From an optimization exercise on the open Yosys and OpenROAD flow, aimed at small area and a short achievable clock period; shortcuts taken in it are not production practice. RTL that was checked went through simulation tests only; none was proved equivalent to the original.

==> inputs of job 5841 <==
## inv_shift_sub_stage
module inv_shift_sub_stage #(
    parameter int TAG_W = 4
) (
    input  logic             CLK,
    input  logic             RST_N,
    input  logic             IN_VALID,
    output logic             IN_READY,
    input  logic [0:127]     IN,
    input  logic [TAG_W-1:0] IN_TAG,
    output logic             OUT_VALID,
    input  logic             OUT_READY,
    output logic [0:127]     OUT,
    output logic [TAG_W-1:0] OUT_TAG
);
    localparam int NEN = 16;           
    logic [NEN:0]      en;      
    logic              v1;
    logic [TAG_W-1:0]  tag1;
    logic [15:0][11:0] s1;      
    logic [15:0][11:0] s1_d;
    logic [15:0][7:0]  s2;      
    logic [15:0][7:0]  s2_d;
    g_ready u_ready (.out_valid(OUT_VALID), .out_ready(OUT_READY), .ready(IN_READY));
    for (genvar e = 0; e <= NEN; e++) begin : g_en
        g_ready u_en (.out_valid(OUT_VALID), .out_ready(OUT_READY), .ready(en[e]));
    end
    for (genvar k = 0; k < 16; k++) begin : g_byte
        localparam int COL = k / 4;
        localparam int ROW = k % 4;
        localparam int SRC = 4 * ((COL - ROW + 4) % 4) + ROW;
        logic [7:0]  x;
        logic [11:0] o1;
        logic [7:0]  r;
        logic [3:0]  t;
        logic [7:0]  y;
        assign x = IN[8*SRC +: 8];
        logic p8; g_xor u_p8 (.a(x[0]), .b(x[1]), .y(p8));
        logic p9; g_xor u_p9 (.a(x[2]), .b(x[5]), .y(p9));
        logic p10; g_xor u_p10 (.a(x[6]), .b(x[7]), .y(p10));
        logic p11; g_xor u_p11 (.a(x[2]), .b(x[3]), .y(p11));
        logic p12; g_xor u_p12 (.a(x[1]), .b(x[4]), .y(p12));
        logic p13; g_xor u_p13 (.a(x[3]), .b(x[5]), .y(p13));
        logic p14; g_xor u_p14 (.a(p8), .b(p9), .y(p14));
        logic p15; g_xor u_p15 (.a(x[0]), .b(x[4]), .y(p15));
        logic p16; g_xor u_p16 (.a(p8), .b(x[4]), .y(p16));
        logic p17; g_xor u_p17 (.a(p10), .b(p11), .y(p17));
        logic p18; g_xor u_p18 (.a(x[0]), .b(x[5]), .y(p18));
        logic p19; g_xor u_p19 (.a(p12), .b(p13), .y(p19));
        logic p20; g_xor u_p20 (.a(p13), .b(x[6]), .y(p20));
  ...
export LEC_CHECK = 0
export CAP_MARGIN = 20
export CORE_MARGIN = 2
export CORE_UTILIZATION = 22
export PLACE_DENSITY = 0.3
export SETUP_SLACK_MARGIN = 2.5
export SLEW_MARGIN = 20
export SYNTH_HIERARCHICAL = 1
create_clock -name core_clock -period 5.0 [get_ports {CLK}]
standard.sh (not shown) runs the stock make flow with config.mk's settings and CLKGATE_MAP_FILE= SYNTH_SCRIPT=/design/flow/synth_recipe.tcl, a recipe that flattens the netlist after the stock synthesis.
==> flow/flow/run.sh <==
#!/bin/bash
set -euo pipefail
bash standard.sh BUFFER_PORTS_ARGS="-buffer_cell sky130_fd_sc_hd__buf_2" finish > run_make.log 2>&1
==> job 4380: changes against job 5841 <==
--- a/flow/config.mk
+++ b/flow/config.mk
@@ -8,7 +8,7 @@
 export CAP_MARGIN = 20
 export CORE_MARGIN = 2
-export CORE_UTILIZATION = 22
-export PLACE_DENSITY = 0.3
-export SETUP_SLACK_MARGIN = 2.5
+export CORE_UTILIZATION = 15
+export PLACE_DENSITY = 0.25
+export SETUP_SLACK_MARGIN = 2.35
 export SLEW_MARGIN = 20
 export SYNTH_HIERARCHICAL = 1
==> job 534: changes against job 5841 <==
--- a/flow/config.mk
+++ b/flow/config.mk
@@ -10,5 +10,6 @@
 export CORE_UTILIZATION = 22
 export PLACE_DENSITY = 0.3
-export SETUP_SLACK_MARGIN = 2.5
+export SETUP_SLACK_MARGIN = 2.35
 export SLEW_MARGIN = 20
 export SYNTH_HIERARCHICAL = 1
+export TNS_END_PERCENT = 0
==> job 576: changes against job 5841 <==
--- a/flow/config.mk
+++ b/flow/config.mk
@@ -13,2 +13,3 @@
 export SLEW_MARGIN = 20
 export SYNTH_HIERARCHICAL = 1
+export TNS_END_PERCENT = 0
==> summary of the runs <==
Job 4380 finished clean. Job 5841 completed without violations. Job 576 went through all stages and came out clean. Job 534 finished with timing, DRC and antenna clean. Worst setup slack: job 5841 > job 576 > job 4380 > job 534. Against job 5841, the die area of job 4380 is larger by 46%. The lowest non-clock buffer count belongs to job 534, the highest to job 5841.
Function was not checked in any run of this note: the RTL went through the layout flow alone.

* * *

==> inputs of build 23 <==
inv_shift_sub_stage, a different RTL version from the one above (not shown whole).
==> flow/design.v (excerpt) <==
module inv_shift_sub_stage #(
    parameter int TAG_W = 4
) (
    input  logic             CLK,
    input  logic             RST_N,
    input  logic             IN_VALID,
    output logic             IN_READY,
    input  logic [0:127]     IN,
    input  logic [TAG_W-1:0] IN_TAG,
    output logic             OUT_VALID,
    input  logic             OUT_READY,
    output logic [0:127]     OUT,
    output logic [TAG_W-1:0] OUT_TAG
);
clock: 5.0 ns
lec_check: 0
cap_margin: 20
core_margin: 2
core_utilization: 35
cts_cluster_diameter: 200
cts_cluster_size: 20
place_density: 0.45
setup_slack_margin: 2.6
slew_margin: 20
synth_hierarchical: 1
tns_end_percent: 0
Scripts as last shown in full above: flow/flow/run.sh
==> trial 97 (differences from build 23) <==
--- a/flow/design.v
+++ b/flow/design.v
@@ -184,52 +184,53 @@
         logic q75; g_nand u_q75 (.a(r[4]), .b(q16), .y(q75));
         logic q76; g_nand u_q76 (.a(q16), .b(q55), .y(q76));
         logic q77; g_nand u_q77 (.a(q22), .b(q56), .y(q77));
         logic q78; g_nand u_q78 (.a(q32), .b(q50), .y(q78));
         logic q79; g_nand u_q79 (.a(q37), .b(q57), .y(q79));
         logic q80; g_xor u_q80 (.a(q68), .b(q70), .y(q80));
-        logic q81; g_xor u_q81 (.a(q80), .b(q72), .y(q81));
-        logic q82; g_xor u_q82 (.a(q81), .b(q71), .y(q82));
-        logic q83; g_xor u_q83 (.a(q60), .b(q69), .y(q83));
-        logic q84; g_xor u_q84 (.a(q59), .b(q62), .y(q84));
-        logic q85; g_xor u_q85 (.a(q62), .b(q63), .y(q85));
-        logic q86; g_xor u_q86 (.a(q83), .b(q73), .y(q86));
-        logic q87; g_xor u_q87 (.a(q84), .b(q64), .y(q87));
-        logic q88; g_xor u_q88 (.a(q65), .b(q66), .y(q88));
-        logic q89; g_xor u_q89 (.a(q59), .b(q68), .y(q89));
-        logic q90; g_xor u_q90 (.a(q77), .b(q79), .y(q90));
-        logic q91; g_xor u_q91 (.a(q89), .b(q67), .y(q91));
-        logic q92; g_xor u_q92 (.a(q61), .b(q74), .y(q92));
-        logic q93; g_xor u_q93 (.a(q65), .b(q75), .y(q93));
-        logic q94; g_xor u_q94 (.a(q63), .b(q66), .y(q94));
-        logic q95; g_xor u_q95 (.a(q94), .b(q64), .y(q95));
-        logic q96; g_xor u_q96 (.a(q74), .b(q75), .y(q96));
-        logic q97; g_xor u_q97 (.a(q80), .b(q96), .y(q97));
-        logic q98; g_xor u_q98 (.a(q91), .b(q86), .y(q98));
-        logic q99; g_xor u_q99 (.a(q92), .b(q85), .y(q99));
-        logic q100; g_xor u_q100 (.a(q85), .b(q88), .y(q100));
-        logic q101; g_xor u_q101 (.a(q90), .b(q78), .y(q101));
-        logic q102; g_xor u_q102 (.a(q88), .b(q61), .y(q102));
-        logic q103; g_xor u_q103 (.a(q86), .b(q70), .y(q103));
-        logic q104; g_xor u_q104 (.a(q95), .b(q67), .y(q104));
-        logic q105; g_xor u_q105 (.a(q87), .b(q60), .y(q105));
-        logic q106; g_xor u_q106 (.a(q101), .b(q76), .y(q106));
-        logic q107; g_xor u_q107 (.a(q102), .b(q87), .y(q107));
-        logic q108; g_xor u_q108 (.a(q99), .b(q103), .y(q108));
-        logic q109; g_xor u_q109 (.a(q82), .b(q105), .y(q109));
-        logic q110; g_xor u_q110 (.a(q93), .b(q98), .y(q110));
-        logic q111; g_xor u_q111 (.a(q82), .b(q100), .y(q111));
+        logic q81; g_xor u_q81 (.a(q71), .b(q72), .y(q81));
+        logic q82; g_xor u_q82 (.a(q80), .b(q81), .y(q82));
+        logic q83; g_xor u_q83 (.a(q59), .b(q60), .y(q83));
+        logic q84; g_xor u_q84 (.a(q62), .b(q64), .y(q84));
+        logic q85; g_xor u_q85 (.a(q69), .b(q73), .y(q85));
+        logic q86; g_xor u_q86 (.a(q62), .b(q63), .y(q86));
+        logic q87; g_xor u_q87 (.a(q65), .b(q66), .y(q87));
+        logic q88; g_xor u_q88 (.a(q65), .b(q67), .y(q88));
+        logic q89; g_xor u_q89 (.a(q68), .b(q75), .y(q89));
+        logic q90; g_xor u_q90 (.a(q59), .b(q61), .y(q90));
+        logic q91; g_xor u_q91 (.a(q76), .b(q77), .y(q91));
+        logic q92; g_xor u_q92 (.a(q78), .b(q79), .y(q92));
+        logic q93; g_xor u_q93 (.a(q63), .b(q64), .y(q93));
+        logic q94; g_xor u_q94 (.a(q66), .b(q67), .y(q94));
+        logic q95; g_xor u_q95 (.a(q60), .b(q61), .y(q95));
+        logic q96; g_xor u_q96 (.a(q70), .b(q74), .y(q96));
+        logic q97; g_xor u_q97 (.a(q74), .b(q75), .y(q97));
+        logic q98; g_xor u_q98 (.a(q83), .b(q84), .y(q98));
+        logic q99; g_xor u_q99 (.a(q83), .b(q85), .y(q99));
+        logic q100; g_xor u_q100 (.a(q88), .b(q89), .y(q100));
+        logic q101; g_xor u_q101 (.a(q86), .b(q87), .y(q101));
+        logic q102; g_xor u_q102 (.a(q90), .b(q84), .y(q102));
+        logic q103; g_xor u_q103 (.a(q91), .b(q92), .y(q103));
+        logic q104; g_xor u_q104 (.a(q93), .b(q94), .y(q104));
+        logic q105; g_xor u_q105 (.a(q95), .b(q96), .y(q105));
+        logic q106; g_xor u_q106 (.a(q85), .b(q86), .y(q106));
+        logic q107; g_xor u_q107 (.a(q80), .b(q97), .y(q107));
+        logic q108; g_xor u_q108 (.a(q98), .b(q82), .y(q108));
+        logic q109; g_xor u_q109 (.a(q99), .b(q100), .y(q109));
+        logic q110; g_xor u_q110 (.a(q82), .b(q101), .y(q110));
+        logic q111; g_xor u_q111 (.a(q102), .b(q87), .y(q111));
         logic q112; g_xor u_q112 (.a(q82), .b(q104), .y(q112));
-        assign y[0] = q109;
-        assign y[1] = q110;
-        assign y[2] = q111;
-        assign y[3] = q107;
-        assign y[4] = q106;
+        logic q113; g_xor u_q113 (.a(q105), .b(q106), .y(q113));
+        assign y[0] = q108;
+        assign y[1] = q109;
+        assign y[2] = q110;
+        assign y[3] = q111;
+        assign y[4] = q103;
         assign y[5] = q112;
-        assign y[6] = q108;
-        assign y[7] = q97;
+        assign y[6] = q113;
+        assign y[7] = q107;
         assign s2_d[k]       = y;
         assign OUT[8*k +: 8] = s2[k];
     end
     always_ff @(posedge CLK) begin
         for (int k = 0; k < 16; k++) begin
             if (en[k * NEN / 16]) begin
==> comparison table <==
item	trial 97	build 23
Status	finished clean	finished clean
Area of all sequential standard cells	0.00989 sq mm	0.00989 sq mm
Worst-case setup margin in the final layout	2630 ps	2570 ps
DIE AREA	0.0807 sq mm	0.0803 sq mm
Vias	18400	18500
Critical R2R Launch	s1[81]	s1[71]
Met1 layer usage reported by global route	19.7%	18.8%
N_diodes	4	1
CP max FO	6	5
Multi-input gates	2427	2411
Number of global-route vias before repair	18700	18600
Worst-case reg-to-reg path depth	7	8
The RTL of build 23 was laid out without a check of its function.

* * *

==> v7: inputs <==
Another version of the RTL of inv_shift_sub_stage (not shown whole).
clock: 5.0 ns
lec_check: 0
cap_margin: 20
core_margin: 2
core_utilization: 35
cts_cluster_diameter: 200
cts_cluster_size: 20
place_density: 0.45
setup_slack_margin: 2.6
slew_margin: 20
synth_hierarchical: 1
tns_end_percent: 0
Scripts as last shown in full above: flow/flow/run.sh
==> v26: changes against v7 <==
--- a/flow/design.v
+++ b/flow/design.v
@@ -54,31 +54,31 @@
         logic p8; g_xor u_p8 (.a(x[0]), .b(x[1]), .y(p8));
         logic p9; g_xor u_p9 (.a(x[2]), .b(x[5]), .y(p9));
         logic p10; g_xor u_p10 (.a(x[6]), .b(x[7]), .y(p10));
         logic p11; g_xor u_p11 (.a(x[2]), .b(x[3]), .y(p11));
         logic p12; g_xor u_p12 (.a(x[1]), .b(x[4]), .y(p12));
         logic p13; g_xor u_p13 (.a(x[3]), .b(x[5]), .y(p13));
         logic p14; g_xor u_p14 (.a(p8), .b(p9), .y(p14));
         logic p15; g_xor u_p15 (.a(x[0]), .b(x[4]), .y(p15));
-        logic p16; g_xor u_p16 (.a(p63), .b(x[4]), .y(p16));
+        logic p16; g_xor u_p16 (.a(p8), .b(x[4]), .y(p16));
         logic p17; g_xor u_p17 (.a(p10), .b(p11), .y(p17));
         logic p18; g_xor u_p18 (.a(x[0]), .b(x[5]), .y(p18));
         logic p19; g_xor u_p19 (.a(p12), .b(p13), .y(p19));
         logic p20; g_xor u_p20 (.a(p13), .b(x[6]), .y(p20));
         logic p21; g_xor u_p21 (.a(p9), .b(p10), .y(p21));
         logic p22; g_xor u_p22 (.a(p14), .b(x[6]), .y(p22));
         logic p23; g_xor u_p23 (.a(x[1]), .b(x[2]), .y(p23));
         logic p24; g_xor u_p24 (.a(p8), .b(x[3]), .y(p24));
         logic p25; g_xor u_p25 (.a(p11), .b(x[1]), .y(p25));
-        logic p26; g_xor u_p26 (.a(p63), .b(p11), .y(p26));
+        logic p26; g_xor u_p26 (.a(p8), .b(p11), .y(p26));
         logic p27; g_xor u_p27 (.a(p8), .b(x[5]), .y(p27));
         logic p28; g_xor u_p28 (.a(p9), .b(x[4]), .y(p28));
         logic p29; g_xor u_p29 (.a(p12), .b(x[6]), .y(p29));
-        logic p30; g_xor u_p30 (.a(p63), .b(x[7]), .y(p30));
+        logic p30; g_xor u_p30 (.a(p8), .b(x[7]), .y(p30));
         logic p31; g_xor u_p31 (.a(p10), .b(p15), .y(p31));
         logic p32; g_xor u_p32 (.a(p16), .b(x[2]), .y(p32));
         logic p33; g_xor u_p33 (.a(p15), .b(p17), .y(p33));
         logic p34; g_xor u_p34 (.a(p12), .b(p17), .y(p34));
         logic p35; assign p35 = ~x[1];
         logic p36; g_xnor u_p36 (.a(p8), .b(p9), .y(p36));
         logic p37; g_nand u_p37 (.a(p32), .b(p31), .y(p37));
         logic p38; g_nand u_p38 (.a(p15), .b(p34), .y(p38));
@@ -98,17 +98,16 @@
         logic p52; g_xor u_p52 (.a(p48), .b(p45), .y(p52));
         logic p53; g_xor u_p53 (.a(p49), .b(p44), .y(p53));
         logic p54; g_xor u_p54 (.a(p50), .b(p42), .y(p54));
         logic p55; g_xor u_p55 (.a(p51), .b(p41), .y(p55));
         logic p57; g_xor u_p57 (.a(p47), .b(p53), .y(p57));
         logic p60; g_xnor u_p60 (.a(p46), .b(p52), .y(p60));
         logic p61; g_xnor u_p61 (.a(p46), .b(p54), .y(p61));
         logic p62; g_xnor u_p62 (.a(p47), .b(p55), .y(p62));
-        logic p63; g_xor u_p63 (.a(x[0]), .b(x[1]), .y(p63));
         assign o1[0] = p20;
         assign o1[1] = p19;
         assign o1[2] = p22;
         assign o1[3] = p21;
         assign o1[4] = p18;
         assign o1[5] = p35;
         assign o1[6] = p36;
         assign o1[7] = p16;
Settings changed: CORE_UTILIZATION 35 to 22, CTS_CLUSTER_DIAMETER 200 to not set, CTS_CLUSTER_SIZE 20 to not set, PLACE_DENSITY 0.45 to 0.3.
==> v1: changes against v7 <==
--- a/flow/design.v
+++ b/flow/design.v
@@ -54,31 +54,31 @@
         logic p8; g_xor u_p8 (.a(x[0]), .b(x[1]), .y(p8));
         logic p9; g_xor u_p9 (.a(x[2]), .b(x[5]), .y(p9));
         logic p10; g_xor u_p10 (.a(x[6]), .b(x[7]), .y(p10));
         logic p11; g_xor u_p11 (.a(x[2]), .b(x[3]), .y(p11));
         logic p12; g_xor u_p12 (.a(x[1]), .b(x[4]), .y(p12));
         logic p13; g_xor u_p13 (.a(x[3]), .b(x[5]), .y(p13));
         logic p14; g_xor u_p14 (.a(p8), .b(p9), .y(p14));
         logic p15; g_xor u_p15 (.a(x[0]), .b(x[4]), .y(p15));
-        logic p16; g_xor u_p16 (.a(p63), .b(x[4]), .y(p16));
+        logic p16; g_xor u_p16 (.a(p8), .b(x[4]), .y(p16));
         logic p17; g_xor u_p17 (.a(p10), .b(p11), .y(p17));
         logic p18; g_xor u_p18 (.a(x[0]), .b(x[5]), .y(p18));
         logic p19; g_xor u_p19 (.a(p12), .b(p13), .y(p19));
         logic p20; g_xor u_p20 (.a(p13), .b(x[6]), .y(p20));
         logic p21; g_xor u_p21 (.a(p9), .b(p10), .y(p21));
         logic p22; g_xor u_p22 (.a(p14), .b(x[6]), .y(p22));
         logic p23; g_xor u_p23 (.a(x[1]), .b(x[2]), .y(p23));
         logic p24; g_xor u_p24 (.a(p8), .b(x[3]), .y(p24));
         logic p25; g_xor u_p25 (.a(p11), .b(x[1]), .y(p25));
-        logic p26; g_xor u_p26 (.a(p63), .b(p11), .y(p26));
+        logic p26; g_xor u_p26 (.a(p8), .b(p11), .y(p26));
         logic p27; g_xor u_p27 (.a(p8), .b(x[5]), .y(p27));
         logic p28; g_xor u_p28 (.a(p9), .b(x[4]), .y(p28));
         logic p29; g_xor u_p29 (.a(p12), .b(x[6]), .y(p29));
-        logic p30; g_xor u_p30 (.a(p63), .b(x[7]), .y(p30));
+        logic p30; g_xor u_p30 (.a(p8), .b(x[7]), .y(p30));
         logic p31; g_xor u_p31 (.a(p10), .b(p15), .y(p31));
         logic p32; g_xor u_p32 (.a(p16), .b(x[2]), .y(p32));
         logic p33; g_xor u_p33 (.a(p15), .b(p17), .y(p33));
         logic p34; g_xor u_p34 (.a(p12), .b(p17), .y(p34));
         logic p35; assign p35 = ~x[1];
         logic p36; g_xnor u_p36 (.a(p8), .b(p9), .y(p36));
         logic p37; g_nand u_p37 (.a(p32), .b(p31), .y(p37));
         logic p38; g_nand u_p38 (.a(p15), .b(p34), .y(p38));
@@ -98,17 +98,16 @@
         logic p52; g_xor u_p52 (.a(p48), .b(p45), .y(p52));
         logic p53; g_xor u_p53 (.a(p49), .b(p44), .y(p53));
         logic p54; g_xor u_p54 (.a(p50), .b(p42), .y(p54));
         logic p55; g_xor u_p55 (.a(p51), .b(p41), .y(p55));
         logic p57; g_xor u_p57 (.a(p47), .b(p53), .y(p57));
         logic p60; g_xnor u_p60 (.a(p46), .b(p52), .y(p60));
         logic p61; g_xnor u_p61 (.a(p46), .b(p54), .y(p61));
         logic p62; g_xnor u_p62 (.a(p47), .b(p55), .y(p62));
-        logic p63; g_xor u_p63 (.a(x[0]), .b(x[1]), .y(p63));
         assign o1[0] = p20;
         assign o1[1] = p19;
         assign o1[2] = p22;
         assign o1[3] = p21;
         assign o1[4] = p18;
         assign o1[5] = p35;
         assign o1[6] = p36;
         assign o1[7] = p16;
Settings changed: SETUP_SLACK_MARGIN 2.6 to 2.5.
==> summary.md <==
| Metric | Value |
|---|---|
| Routing usage on met2 | 0.2614 |
| Die width | 284.0 um |
| Total wire length | slightly above 60000 um |
| Final min period | 2.411 ns |
| Final worst slack | between 2 and 3 ns |
| CP required | approximately 4 ns |
| Synth area leaders | xor2_1 (44%), edfxtp_1 (36%), nand2_1 (7.9%), a21oi_2 (4.1%), xnor2_1 (2.0%) |
| Sequential fraction of total cell area | 0.3128 |
| Largest net degree at the start of global routing | between 80 and 90 |
| Synthesized area | roughly 27000 um^2 |
| Htree depth | 1 |
| Outcome | no timing/DRC/antenna violations |
[end of results for v7]
==> summary.md <==
| Metric | Value |
|---|---|
| Outcome | no timing/DRC/antenna violations |
| Worst Path Arrival | roughly 2.8 ns |
| Synthesized area | approximately 27000 um^2 |
| Final Core Density | 0.2647 |
| Vias in the first global route | just under 20000 |
| Sequential fraction of total cell area | 0.3026 |
| Routing usage on met2 | 0.1755 |
| CP required | 5.37 ns |
| Max-cap violations | 0 |
| Synth area leaders | xor2_1 (44%), edfxtp_1 (36%), nand2_1 (7.9%), a21oi_2 (4.1%), xnor2_1 (2.1%) |
| GRT overflow | 0 |
| Final min period | ~2.5 ns |
| Htree depth | 2 |
| Largest net degree at the start of global routing | 60 |
[end of results for v26]
==> summary.md <==
| Metric | Value |
|---|---|
| Outcome | no timing/DRC/antenna violations |
| Final worst slack | about 2.6 ns |
| Synthesized area | around 27000 um^2 |
| CP required | 5.29 ns |
| Routing usage on met2 | 0.2525 |
| Sequential fraction of total cell area | 0.3212 |
| Synth area leaders | xor2_1 (44%), edfxtp_1 (36%), nand2_1 (7.9%), a21oi_2 (4.1%), xnor2_1 (2.1%) |
| Final min period | around 2.4 ns |
| Htree depth | 1 |
| Die width | 283.3 um |
| Largest net degree at the start of global routing | 81 |
[end of results for v1]
No functional check of the RTL was part of v7.

==> separate check: timing with driven ports <==
In the flow no input, the clock included, has a driving cell. The finished layouts below were timed again as built, in two steps.
Step 1 sets driving cells, clkbuf_16 on the clock port and buf_2 on the other inputs (assumed; they add their load-dependent delay and slew).
Step 2 also shifts input and output timing later by t, the mid clock arrival at the registers, as if the neighbouring blocks saw the same clock.
Three values: no drivers, after step 1, after step 2; two values: the first two.
run | t, ns | setup WS [ns] | worst setup path at the end
job 5841 | 0.659 | 2.496 / 2.496 / 2.000 | input to register
job 4380 | 0.700 | 2.422 / 2.372 / 1.879 | input to register
job 534 | 0.657 | 2.374 / 2.333 / 1.909 | input to register
job 576 | 0.672 | 2.479 / 2.430 / 1.877 | input to register
build 23 | 0.617 | 2.573 / 2.573 / 2.022 | input to register
trial 97 | 0.619 | 2.628 / 2.608 / 2.087 | input to register
v7 | 0.613 | 2.589 / 2.566 / 2.047 | input to register
v26 | 0.694 | 2.545 / 2.545 / 1.933 | input to register
v1 | 0.620 | 2.565 / 2.565 / 1.976 | input to register
After both steps every run listed still meets setup and hold. The setup slack of v26, which loses most, moves by 0.000 ns with the drivers and by -0.612 ns with both steps.
